From an optimization exercise on the open Yosys and OpenROAD flow, aimed at small area and a short achievable clock period; shortcuts taken in it are not production practice.
At most, simulation tests tie the RTL to the original design; equivalence was not proved.

==> 05-25 <==
## fft8_top
module fft8_top (
    input  logic         clk,
    input  logic         reset_n,
    input  logic         valid_in,
    input  logic [143:0] x_re,
    input  logic [143:0] x_im,
    output logic         valid_out,
    output logic [143:0] y_re,
    output logic [143:0] y_im
);
==> flow/config.mk <==
export PLATFORM = sky130hd
export DESIGN_NAME = fft8_top
export DESIGN_NICKNAME = fft8_top
export VERILOG_FILES = /design/flow/design.v
export SDC_FILE = /design/flow/constraint.sdc
export NUM_CORES = 4
export LEC_CHECK = 0
export CAP_MARGIN = 20
export CORE_MARGIN = 2
export CORE_UTILIZATION = 40
export CTS_CLUSTER_DIAMETER = 100
export CTS_CLUSTER_SIZE = 28
export SLEW_MARGIN = 20
==> flow/constraint.sdc <==
create_clock -name core_clock -period 12.0 [get_ports {clk}]
set_input_delay 2.4000 -clock core_clock [delete_from_list [all_inputs] [get_ports {clk}]]
set_output_delay 2.4000 -clock core_clock [all_outputs]
set_load 0.01 [all_outputs]
standard.sh (not shown) runs the stock make flow with config.mk's settings and CLKGATE_MAP_FILE= SYNTH_SCRIPT=/design/flow/synth_recipe.tcl, a recipe that flattens the netlist after the stock synthesis.
==> flow/flow/run.sh <==
#!/bin/bash
# Layout flow: the standard flow (standard.sh), with two changes:
#  1. after the standard synthesis, flow/polopt.py re-chooses the polarity of
#     each full-adder cell (a full adder is self-dual) to remove inverters;
#     it also puts the latest-arriving input of each full adder on its fastest
#     pin (CIN); the logic function and every register are unchanged;
#  2. the port buffers use sky130_fd_sc_hd__buf_1;
#  3. the timing repair after CTS and global routing works on every path
#     whose slack is under SETUP_SLACK_MARGIN (the constraints are unchanged).
set -euo pipefail
R=$PWD/orfs/results/sky130hd/fft8_top/base
export SETUP_SLACK_MARGIN=7.7
export BUFFER_PORTS_ARGS="-buffer_cell sky130_fd_sc_hd__buf_1"
bash standard.sh $R/1_2_yosys.v > synth_make.log 2>&1
cp $R/1_2_yosys.v standard_synth_netlist.v
python3 flow/polopt.py standard_synth_netlist.v $R/1_2_yosys.v > polopt.log 2>&1
bash standard.sh > layout_make.log 2>&1
Other scripts of this flow, unchanged in this note and not shown: flow/flow/polopt.py
==> inputs of 02-23, as changes to 05-25 <==
--- a/flow/flow/run.sh
+++ b/flow/flow/run.sh
@@ -9,7 +9,7 @@
 #     whose slack is under SETUP_SLACK_MARGIN (the constraints are unchanged).
 set -euo pipefail
 R=$PWD/orfs/results/sky130hd/fft8_top/base
-export SETUP_SLACK_MARGIN=7.7
+export SETUP_SLACK_MARGIN=7.9
 export BUFFER_PORTS_ARGS="-buffer_cell sky130_fd_sc_hd__buf_1"
 bash standard.sh $R/1_2_yosys.v > synth_make.log 2>&1
 cp $R/1_2_yosys.v standard_synth_netlist.v
==> inputs of 12-13, as changes to 05-25 <==
--- a/flow/flow/run.sh
+++ b/flow/flow/run.sh
@@ -9,7 +9,7 @@
 #     whose slack is under SETUP_SLACK_MARGIN (the constraints are unchanged).
 set -euo pipefail
 R=$PWD/orfs/results/sky130hd/fft8_top/base
-export SETUP_SLACK_MARGIN=7.7
+export SETUP_SLACK_MARGIN=7.5
 export BUFFER_PORTS_ARGS="-buffer_cell sky130_fd_sc_hd__buf_1"
 bash standard.sh $R/1_2_yosys.v > synth_make.log 2>&1
 cp $R/1_2_yosys.v standard_synth_netlist.v
==> insert_results.sql <==
INSERT INTO impl_metrics (metric_group, metric, value, unit) VALUES
('final_layout', 'seqAreaFraction', '0.478', ''),
('detailed_routing', 'total_met2_wirelength_after_detailed_routing', '74200', 'um'),
('final_layout', 'clk_share', '0.0339', ''),
('worst_setup_path', 'crit_path_start', 'r1441_2', ''),
('detailed_routing', 'met1_length', '56900', 'um'),
('timing', 'fmaxAchievable', '0.235', 'GHz'),
('run_status', 'status', 'timing/DRC/antenna clean', ''),
('detailed_routing', 'drt_iter0_markers', '957', ''),
('final_layout', 'multi_input_area_share', '0.376', ''),
('cts', 'cts.reportedPaths.clkPinSlew', '110', 'ps'),
('cts', 'post_cts.repair.setup_buffers', '45', ''),
('worst_setup_path', 'crit_path_cell_trace', 'fa_2 -> fa_2 -> fa_2 -> fa_1 -> ha_1 -> inv_2 -> ha_4 -> a21oi_2 -> o21ai_2 -> fa_2 -> fa_2 -> fa_2', '');
[end of results for 02-23]
==> insert_results.sql <==
INSERT INTO impl_metrics (metric_group, metric, value, unit) VALUES
('detailed_routing', 'drt_iter0_markers', '877', ''),
('detailed_routing', 'viasPerCell', '4.13', ''),
('worst_setup_path', 'crit_path_cell_trace', 'fa_1 -> fa_1 -> fa_2 -> buf_4 -> fa_1 -> fa_1 -> fa_1 -> fa_1 -> fa_1', ''),
('timing', 'fmaxAchievable', '0.224', 'GHz'),
('final_layout', 'layout-area-overhead-vs-synth', '8.14', '%'),
('final_layout', 'multi_input_area_share', '0.370', ''),
('global_routing', 'busiest_layer', 'met2', ''),
('final_layout', 'clk_share', '0.0316', ''),
('place', 'finalWeightedCongestion', '0.852', ''),
('final_layout', 'final.signal_buffer_count', '592', ''),
('run_status', 'status', 'timing/DRC/antenna clean', ''),
('detailed_routing', 'met1_length', '58000', 'um'),
('detailed_routing', 'total_met2_wirelength_after_detailed_routing', '74300', 'um'),
('final_layout', 'seqAreaFraction', '0.493', ''),
('worst_setup_path', 'crit_path_start', 'r1604_3', '');
[end of results for 12-13]
==> insert_results.sql <==
INSERT INTO impl_metrics (metric_group, metric, value, unit) VALUES
('run_status', 'status', 'timing/DRC/antenna clean', ''),
('final_layout', 'clk_share', '0.0323', ''),
('detailed_routing', 'drt_iter0_markers', '971', ''),
('worst_setup_path', 'crit_path_start', 'r1441_2', ''),
('cts', 'cts.reportedPaths.clkPinSlew', '110', 'ps'),
('final_layout', 'seqAreaFraction', '0.488', ''),
('worst_setup_path', 'crit_path_cell_trace', 'fa_2 -> fa_2 -> fa_2 -> fa_1 -> ha_1 -> inv_2 -> ha_4 -> a21oi_2 -> o21ai_2 -> fa_2 -> fa_2 -> fa_1', '');
[end of results for 05-25]


==> run a: inputs <==
Another version of the RTL of fft8_top (not shown whole).
Settings: LEC_CHECK=0, CAP_MARGIN=20, CORE_MARGIN=2, CORE_UTILIZATION=40, SLEW_MARGIN=20; clock period 12.0 ns.
==> flow/flow/run.sh <==
#!/bin/bash
# Layout flow: the standard flow (standard.sh), with two changes:
#  1. after the standard synthesis, flow/polopt.py re-chooses the polarity of
#     each full-adder cell (a full adder is self-dual) to remove inverters;
#     the logic function and every register are unchanged;
#  2. the port buffers use sky130_fd_sc_hd__buf_1.
set -euo pipefail
R=$PWD/orfs/results/sky130hd/fft8_top/base
export BUFFER_PORTS_ARGS="-buffer_cell sky130_fd_sc_hd__buf_1"
bash standard.sh $R/1_2_yosys.v > synth_make.log 2>&1
cp $R/1_2_yosys.v standard_synth_netlist.v
python3 flow/polopt.py standard_synth_netlist.v $R/1_2_yosys.v > polopt.log 2>&1
bash standard.sh > layout_make.log 2>&1
Other scripts of this flow, unchanged in this note and not shown: flow/flow/polopt.py
==> run b: changes against run a <==
--- a/flow/flow/run.sh
+++ b/flow/flow/run.sh
@@ -4,6 +4,10 @@
 #     each full-adder cell (a full adder is self-dual) to remove inverters;
-#     the logic function and every register are unchanged;
-#  2. the port buffers use sky130_fd_sc_hd__buf_1.
+#     it also puts the latest-arriving input of each full adder on its fastest
+#     pin (CIN); the logic function and every register are unchanged;
+#  2. the port buffers use sky130_fd_sc_hd__buf_1;
+#  3. the timing repair after CTS and global routing works on every path
+#     whose slack is under SETUP_SLACK_MARGIN (the constraints are unchanged).
 set -euo pipefail
 R=$PWD/orfs/results/sky130hd/fft8_top/base
+export SETUP_SLACK_MARGIN=7.7
 export BUFFER_PORTS_ARGS="-buffer_cell sky130_fd_sc_hd__buf_1"
--- a/flow/config.mk
+++ b/flow/config.mk
@@ -10,2 +10,4 @@
 export CORE_UTILIZATION = 40
+export CTS_CLUSTER_DIAMETER = 100
+export CTS_CLUSTER_SIZE = 28
 export SLEW_MARGIN = 20
==> run c: changes against run a <==
--- a/flow/flow/run.sh
+++ b/flow/flow/run.sh
@@ -4,6 +4,10 @@
 #     each full-adder cell (a full adder is self-dual) to remove inverters;
-#     the logic function and every register are unchanged;
-#  2. the port buffers use sky130_fd_sc_hd__buf_1.
+#     it also puts the latest-arriving input of each full adder on its fastest
+#     pin (CIN); the logic function and every register are unchanged;
+#  2. the port buffers use sky130_fd_sc_hd__buf_1;
+#  3. the timing repair after CTS and global routing works on every path
+#     whose slack is under SETUP_SLACK_MARGIN (the constraints are unchanged).
 set -euo pipefail
 R=$PWD/orfs/results/sky130hd/fft8_top/base
+export SETUP_SLACK_MARGIN=7.9
 export BUFFER_PORTS_ARGS="-buffer_cell sky130_fd_sc_hd__buf_1"
--- a/flow/config.mk
+++ b/flow/config.mk
@@ -10,2 +10,4 @@
 export CORE_UTILIZATION = 40
+export CTS_CLUSTER_DIAMETER = 100
+export CTS_CLUSTER_SIZE = 28
 export SLEW_MARGIN = 20
==> summary.txt <==
Run c completed without violations. Run b finished clean. Run a completed without violations. Between run b and run a, the lower first-iteration DRC count is in run a (gap 8.3%, measured against run a). The lowest design area belongs to run b, the highest to run a. Between run b and run a, the lower cell count is in run b (gap about 2.5%, measured against run a). Sequential share of layout area: run a < run c < run b.
Function was not checked in any run of this note: the RTL went through the layout flow alone.


==> v1: inputs <==
fft8_top, a different RTL version from the one above (not shown whole).
clock: 12.0 ns
lec_check: 0
cap_margin: 20
core_margin: 2
core_utilization: 40
slew_margin: 20
run.sh (not shown) runs the stock make flow with config.mk's settings and CLKGATE_MAP_FILE= SYNTH_SCRIPT=/design/flow/synth_recipe.tcl, a recipe that flattens the netlist after the stock synthesis.
Stock flow here: none of the scripts above is used.
==> v18: changes against v1 <==
==> flow/flow/run.sh (new file) <==
#!/bin/bash
# Standard layout, but the port buffers use the smallest buffer cell.
cp standard.sh standard_sh.log
export BUFFER_PORTS_ARGS="-buffer_cell sky130_fd_sc_hd__buf_1"
bash standard.sh > standard_run.log 2>&1
==> flow/standard.sh (new file) <==
#!/bin/bash
# synth_recipe.tcl (not shown) runs the flow's synth.tcl, then flattens the netlist and writes it again
# the make line also repeats each setting of config.mk as NAME=value (left out here)
make -C /OpenROAD-flow-scripts/flow DESIGN_CONFIG=/design/flow/config.mk WORK_HOME=/design/flow/orfs CLKGATE_MAP_FILE= SYNTH_SCRIPT=/design/flow/synth_recipe.tcl "${@:-finish}"
removed: flow/run.sh
==> notes <==
- v18 ran to the end with no violations. v1 ran to the end with no violations.
- Global-route usage: v1 is higher than v18 (0.25 points).
- In die area, v18 and v1 do not differ.
- Against v18, the fmax of v1 is smaller by about 2.5%.
- Between v1 and v18, the lower worst hold slack is in v18 (gap 0.0046 ns).
- In v1 the sequential share of layout area is lower than in v18, by 1.9 points.
- Against v1, the cell area of v18 is lower by about 5.6%.
- In v1 the clock skew is lower than in v18, by 0.013 ns.
- Final cell count: v1 is larger than v18 (0.27%).
- Synthesized cell count is the same in v1 and v18.
==> figures <==
                                                                                v1                      v18
Met2 wire length                                                           73.0 mm                  70.0 mm
Total via count after detailed routing                                       28.3k                    28.2k
Sequential fraction of total cell area                                       0.327                    0.346
M1 wire length                                                             59.7 mm                  58.4 mm
Run status                                                 complete, no violations  complete, no violations
Detail-routed net length per standard cell                                 20.7 um                  20.5 um
DRC marker count from the first detailed-route iteration                      1093                     1131
WP depth                                                                        24                       18
Highest net fanout along the worst path                                          5                        4
Via count of the first global-routing pass                                   32.8k                    32.6k
Diodes inserted                                                                  9                       12
GR Util met1                                                                 0.260                    0.259
Reg2Reg Setup Slack                                                        5.21 ns                  5.38 ns
Achievable clock frequency                                                 147 MHz                  151 MHz
Met2 usage in global routing                                                 0.364                    0.344
Worst setup path startpoint                                                  r99_1                   r135_1
Reg2Reg Launch Point                                                         r99_1                   r135_1
Startpoint of the most critical hold path                                  r3208_2                  r2806_2
Hold slack                                                                0.310 ns                 0.306 ns
No run of this note included a check of the RTL's function; only the layout flow was run.


==> job 494: inputs <==
Another version of the RTL of fft8_top (not shown whole).
clock: 12.0 ns
lec_check: 0
cap_margin: 20
core_margin: 2
core_utilization: 60
cts_cluster_diameter: 100
cts_cluster_size: 28
place_density: 0.8
slew_margin: 20
standard.sh (not shown) runs the stock make flow with config.mk's settings and CLKGATE_MAP_FILE= SYNTH_SCRIPT=/design/flow/synth_recipe.tcl, a recipe that flattens the netlist after the stock synthesis.
==> flow/flow/run.sh <==
#!/bin/bash
# Layout flow: the standard flow (standard.sh), with two changes:
#  1. after the standard synthesis, flow/polopt.py re-chooses the polarity of
#     each full-adder cell (a full adder is self-dual) to remove inverters;
#     it also puts the latest-arriving input of each full adder on its fastest
#     pin (CIN); the logic function and every register are unchanged;
#  2. the port buffers use sky130_fd_sc_hd__buf_1;
#  3. the timing repair after CTS and global routing works on every path
#     whose slack is under SETUP_SLACK_MARGIN (the constraints are unchanged).
set -euo pipefail
R=$PWD/orfs/results/sky130hd/fft8_top/base
export SETUP_SLACK_MARGIN=7.4
export BUFFER_PORTS_ARGS="-buffer_cell sky130_fd_sc_hd__buf_1"
bash standard.sh $R/1_2_yosys.v > synth_make.log 2>&1
cp $R/1_2_yosys.v standard_synth_netlist.v
python3 flow/polopt.py standard_synth_netlist.v $R/1_2_yosys.v > polopt.log 2>&1
bash standard.sh > layout_make.log 2>&1
Other scripts of this flow, unchanged in this note and not shown: flow/flow/polopt.py
==> job 5639 (differences from job 494) <==
==> flow/flow/run.sh (replaced) <==
#!/bin/bash
# Layout flow: the standard flow (standard.sh), with two changes:
#  1. after the standard synthesis, flow/polopt.py re-chooses the polarity of
#     each full-adder cell (a full adder is self-dual) to remove inverters;
#     it also puts the latest-arriving input of each full adder on its fastest
#     pin (CIN); the logic function and every register are unchanged;
#  2. the port buffers use sky130_fd_sc_hd__buf_1.
set -euo pipefail
R=$PWD/orfs/results/sky130hd/fft8_top/base
export BUFFER_PORTS_ARGS="-buffer_cell sky130_fd_sc_hd__buf_1"
bash standard.sh $R/1_2_yosys.v > synth_make.log 2>&1
cp $R/1_2_yosys.v standard_synth_netlist.v
python3 flow/polopt.py standard_synth_netlist.v $R/1_2_yosys.v > polopt.log 2>&1
bash standard.sh > layout_make.log 2>&1
- CORE_UTILIZATION: 60 -> 40
- PLACE_DENSITY: 0.8 -> unset
==> comparison <==
Of job 5639 and job 494, job 5639 has the higher die area (gap 49%, measured against job 494).
Of job 494 and job 5639, job 5639 has the higher routed wire length (gap 8.0%, measured against job 5639).
Against job 5639, the clock skew of job 494 is lower by 0.010 ns.
Flip-flop and latch count is the same in job 494 and job 5639.

separate check: timing with driven ports:
The flow's constraints put no driver on any port. The routed layouts listed below were extracted and timed again, unchanged, in two steps.
Step 1: set_driving_cell puts a clkbuf_16 on clk and a buf_2 on each other input, an assumption about the parent block.
Step 2 adds t to the input delays and takes it off the output delays; t is the mean of the earliest and latest rising clock arrival at the registers after step 1. Input paths then give back, and output paths get back, about the clock's delay inside the block.
Slacks: ideal / step 1 / step 2; pairs: ideal / step 1.
| run | t, ns | setup slack, ns | latest minus earliest clock arrival (ns) | slew at the worst register clock pin (ns) |
|---|---|---|---|---|
| 05-25 | 0.776 | 7.733 / 7.725 / 7.124 | 0.044 / 0.044 | 0.11 / 0.11 |
| 02-23 | 0.770 | 7.737 / 7.737 / 7.152 | 0.035 / 0.035 | 0.12 / 0.12 |
| 12-13 | 0.763 | 7.529 / 7.529 / 7.169 | 0.048 / 0.048 | 0.12 / 0.12 |
| run a | 0.880 | 7.155 / 7.155 / 7.107 | 0.054 / 0.054 | 0.07 / 0.07 |
| run b | 0.786 | 7.664 / 7.664 / 7.178 | 0.046 / 0.045 | 0.12 / 0.12 |
| run c | 0.772 | 7.691 / 7.691 / 7.147 | 0.052 / 0.052 | 0.11 / 0.11 |
| v1 | 0.790 | 5.206 / 5.206 / 4.909 | 0.031 / 0.031 | 0.07 / 0.07 |
| v18 | 0.800 | 5.378 / 5.378 / 5.257 | 0.042 / 0.042 | 0.07 / 0.07 |
| job 494 | 0.758 | 7.141 / 7.067 / 6.580 | 0.041 / 0.042 | 0.12 / 0.12 |
| job 5639 | 0.787 | 6.719 / 6.719 / 6.222 | 0.051 / 0.051 | 0.12 / 0.12 |
After both steps every run listed still meets setup and hold. The setup slack of 05-25, which loses most, moves by -0.008 ns with the drivers and by -0.609 ns with both steps.
